Context: an optimization exercise on an open-source flow, tuned for small area. The choices shown serve that exercise and are no tape-out recipe. The RTL was checked by simulation tests, not by an equivalence proof against the original design. Power figures rest on the tool's default switching activity, not on a simulated workload.

==> flow/design.v (excerpt) <==
module alu_unit #(
    parameter int NUM_SLOTS    = alu_pkg::DEF_NUM_SLOTS,
    parameter int RESULT_DEPTH = alu_pkg::DEF_RESULT_DEPTH
) (
    input  wire                                       clk,
    input  wire                                       arst_n,
    input  wire  [NUM_SLOTS*alu_pkg::STATUS_W-1:0]    slot_status,
    input  wire  [NUM_SLOTS*alu_pkg::ENTRY_W-1:0]     slot_entry,
    output logic [NUM_SLOTS*alu_pkg::UPDATE_W-1:0]    slot_update,
    output logic [4:0]                                rs_addr,
    input  wire  [31:0]                               rs_data,
    output logic [4:0]                                rt_addr,
    input  wire  [31:0]                               rt_data,
    output logic                                      rd_wr_en,
    output logic [4:0]                                rd_addr,
    output logic [31:0]                               rd_data
);
    logic                 res_wr_en;
    logic [31:0]          res_data;
    logic [4:0]           alloc_tag;
  ...
Size in the first run: about 3,500 cells after synthesis, about 1,000 flip-flops, about 0.048 mm² of cells after synthesis.
clock: 10.5 ns
lec_check: 0
cap_margin: 20
core_margin: 2
core_utilization: 40
slew_margin: 20
standard.sh (not shown) runs the stock make flow with config.mk's settings and CLKGATE_MAP_FILE= SYNTH_SCRIPT=/design/flow/synth_recipe.tcl, a recipe that flattens the netlist after the stock synthesis.
==> flow/flow/run.sh <==
#!/bin/bash
# The standard ORFS layout (standard.sh, unchanged synthesis) with these changes:
#  - port buffers are buf_1 instead of the tool's default pick
#  - CTS without dummy loads, larger sink clusters
set -euo pipefail
bash standard.sh \
  "BUFFER_PORTS_ARGS=-buffer_cell sky130_fd_sc_hd__buf_1" \
  "CTS_ARGS=-sink_clustering_enable -repair_clock_nets -dont_use_dummy_load -buf_list {sky130_fd_sc_hd__clkbuf_8 sky130_fd_sc_hd__clkbuf_16} -sink_clustering_size 30 -sink_clustering_max_diameter 60" \
  finish > make_finish.log 2>&1
==> next run, changes <==
==> flow/flow/run.sh (replaced) <==
#!/bin/bash
# The standard ORFS layout (standard.sh, unchanged synthesis) with these changes:
#  - port buffers are buf_1 instead of the tool's default pick
#  - CTS without dummy loads and with smaller clock buffers
#  - global placement not timing driven
set -euo pipefail
bash standard.sh \
  "BUFFER_PORTS_ARGS=-buffer_cell sky130_fd_sc_hd__buf_1" \
  "CTS_ARGS=-sink_clustering_enable -repair_clock_nets -dont_use_dummy_load -buf_list {sky130_fd_sc_hd__clkbuf_4 sky130_fd_sc_hd__clkbuf_8}" \
  "GPL_TIMING_DRIVEN=0" \
  finish > make_finish.log 2>&1
The new run produced a layout that fails on negative setup slack.
Global-route usage is higher by 3.1 points.
Worst hold slack gains 0.035 ns.
Register-to-register slack gains 0.25 ns.
Fmax came out lower by 7.5%.
Flip-flop and latch count does not change.
Cell area climbs by 3.5%.
==> next run, changes <==
==> flow/run.sh (new file) <==
#!/bin/bash
# synth_recipe.tcl (not shown) runs the flow's synth.tcl, then flattens the netlist and writes it again
# the make line also repeats each setting of config.mk as NAME=value (left out here)
make -C /OpenROAD-flow-scripts/flow DESIGN_CONFIG=/design/flow/config.mk WORK_HOME=/design/flow/orfs CLKGATE_MAP_FILE= SYNTH_SCRIPT=/design/flow/synth_recipe.tcl finish
removed: flow/flow/run.sh
removed: flow/standard.sh
Result: This time the run finished clean. Die area stays the same. Setup slack gets better by 0.19 ns. Global-route usage shrinks by 3.5 points. Via count shrinks by 3.9%. Area after synthesis does not change.

== run 1 ==
alu_unit, a different RTL version from the one above (not shown whole).
For scale: ~710 I/O pins, roughly 46000 µm² of cells after synthesis.
export LEC_CHECK = 0
export CAP_MARGIN = 20
export CORE_MARGIN = 2
export CORE_UTILIZATION = 40
export SLEW_MARGIN = 20
export SYNTH_HIERARCHICAL = 1
create_clock -name core_clock -period 10.5 [get_ports {clk}]
==> flow/flow/run.sh <==
#!/bin/bash
# The standard ORFS layout (standard.sh, unchanged synthesis) with these changes:
#  - port buffers are buf_1 instead of the tool's default pick
#  - CTS without dummy loads, larger sink clusters
#  - repair aims at 0.2 ns setup margin, denser core
set -euo pipefail
bash standard.sh \
  "BUFFER_PORTS_ARGS=-buffer_cell sky130_fd_sc_hd__buf_1" \
  "CTS_ARGS=-sink_clustering_enable -repair_clock_nets -dont_use_dummy_load -buf_list {sky130_fd_sc_hd__clkbuf_8 sky130_fd_sc_hd__clkbuf_16} -sink_clustering_size 30 -sink_clustering_max_diameter 60" \
  "CORE_UTILIZATION=45" "SETUP_SLACK_MARGIN=0.2" \
  finish > make_finish.log 2>&1
What run 2 does differently from run 1 at the input level:
diff --git a/flow/flow/run.sh b/flow/flow/run.sh
--- a/flow/flow/run.sh
+++ b/flow/flow/run.sh
@@ -10 +10 @@
-  "CORE_UTILIZATION=45" "SETUP_SLACK_MARGIN=0.2" \
+  "CORE_UTILIZATION=50" "SETUP_SLACK_MARGIN=0.2" \
==> comparison <==
Run 2 vs. run 1: number of iterations in the first detailed-routing pass went up by 2. Wire length on met2 delta (run 2 -> run 1): insignificant. Max number of placed instances with taps included across run 2 and run 1: run 1. For run 2 and run 1, there was not a single run that failed to finish clean. [compare] base=run 1 new=run 2: share of power burned in registers level; minimum clock period after layout lower; clock tree buffer count of the final layout now smaller.
--- input diff run 2..run 3 ---
diff --git a/flow/flow/run.sh b/flow/flow/run.sh
--- a/flow/flow/run.sh
+++ b/flow/flow/run.sh
@@ -5 +5 @@
-#  - repair aims at 0.2 ns setup margin, denser core
+#  - repair aims at 0.2 ns setup margin, denser core and placement
@@ -10 +10 @@
-  "CORE_UTILIZATION=50" "SETUP_SLACK_MARGIN=0.2" \
+  "CORE_UTILIZATION=45" "PLACE_DENSITY=0.72" "SETUP_SLACK_MARGIN=0.2" \
Notes after the runs:
The via count reported for run 3 is lower than the one for run 2.
Run 3 vs. run 2: number of antenna violations at the first check in global routing moved down; count of cell instances traversed by the critical path grew by about 9%; clock skew decreased 0.0030 ns.
> inputs changed (run 3 -> run 4)
==> flow/flow/run.sh <==
#!/bin/bash
# The standard ORFS layout (standard.sh, unchanged synthesis) with these changes:
#  - port buffers are buf_1 instead of the tool's default pick
#  - CTS without dummy loads, larger sink clusters
#  - repair aims at 10% cap/slew margin and 0.2 ns setup margin, denser core
set -euo pipefail
bash standard.sh \
  "BUFFER_PORTS_ARGS=-buffer_cell sky130_fd_sc_hd__buf_1" \
  "CTS_ARGS=-sink_clustering_enable -repair_clock_nets -dont_use_dummy_load -buf_list {sky130_fd_sc_hd__clkbuf_8 sky130_fd_sc_hd__clkbuf_16} -sink_clustering_size 25 -sink_clustering_max_diameter 50" \
  "CAP_MARGIN=10" "SLEW_MARGIN=10" "CORE_UTILIZATION=45" "SETUP_SLACK_MARGIN=0.2" \
  finish > make_finish.log 2>&1
## What came out
Compared to run 3, run 4 has final hold slack 0.0094 ns lower. Taking run 3 as the reference point, the met3 track utilization from global routing of run 4 falls by 5.3 points. Run 3 reports its origin of the worst setup path as slot_status[14] while run 4 reports slot_status[16]. For run 3, the timing endpoint of the critical path was rd_data[10], unlike run 4, where it was rd_data[16]. Delta (run 4 minus run 3): footprint of the multi-input gates did not really move; area overhead of the layout relative to synthesis went up; clock tree buffer count of the final layout went up; remaining global-route overflow did not really move; non-clock buffer share of cell area went down. Run 4 was carried through to the last stage, and its layout satisfied the timing, design-rule and antenna checks.

port drivers added, routing unchanged:
The flow's constraints put no driver on any port. The routed layouts listed below were extracted and timed again, unchanged, in two steps.
Step 1: set_driving_cell puts a clkbuf_16 on clk and a buf_2 on each other input, an assumption about the parent block.
Step 2 moves the port delays by t, midway between the first and last clock arrival at a register: inputs arrive t later, outputs are due t later. That takes back most of the time a late clock gives input paths.
a / b / c = no drivers / after step 1 / after step 2; a / b = the first two.
run | t (ns) | slack for setup (ns) | hold slack, ns | worst setup path at the end | cell pins on the clock port's net
the first run of note 1 | 0.693 | 0.693 / 0.668 / 0.155 | 0.760 / 0.760 / 0.760 | input to register | 1
the second run of note 1 | 0.871 | -0.099 / -0.122 / -0.632 | 0.795 / 0.795 / 0.795 | input to register | 1
the third run of note 1 | 0.723 | 0.094 / 0.070 / -0.156 | 0.806 / 0.806 / 0.806 | input to register | 1
run 1 | 0.709 | 0.219 / 0.191 / 0.191 | 0.331 / 0.331 / 0.331 | input to output | 1
run 2 | 0.709 | 0.247 / 0.216 / -0.141 | 0.400 / 0.400 / 0.400 | input to register | 1
run 3 | 0.712 | 0.198 / 0.129 / 0.129 | 0.396 / 0.396 / 0.396 | input to output | 1
run 4 | 0.710 | 0.273 / 0.246 / 0.243 | 0.386 / 0.386 / 0.386 | input to register | 1
Met with ideal ports but missed after step 2: setup timing in the third run of note 1 and run 2. The setup slack of the first run of note 1, which loses most, moves by -0.025 ns with the drivers and by -0.538 ns with both steps.
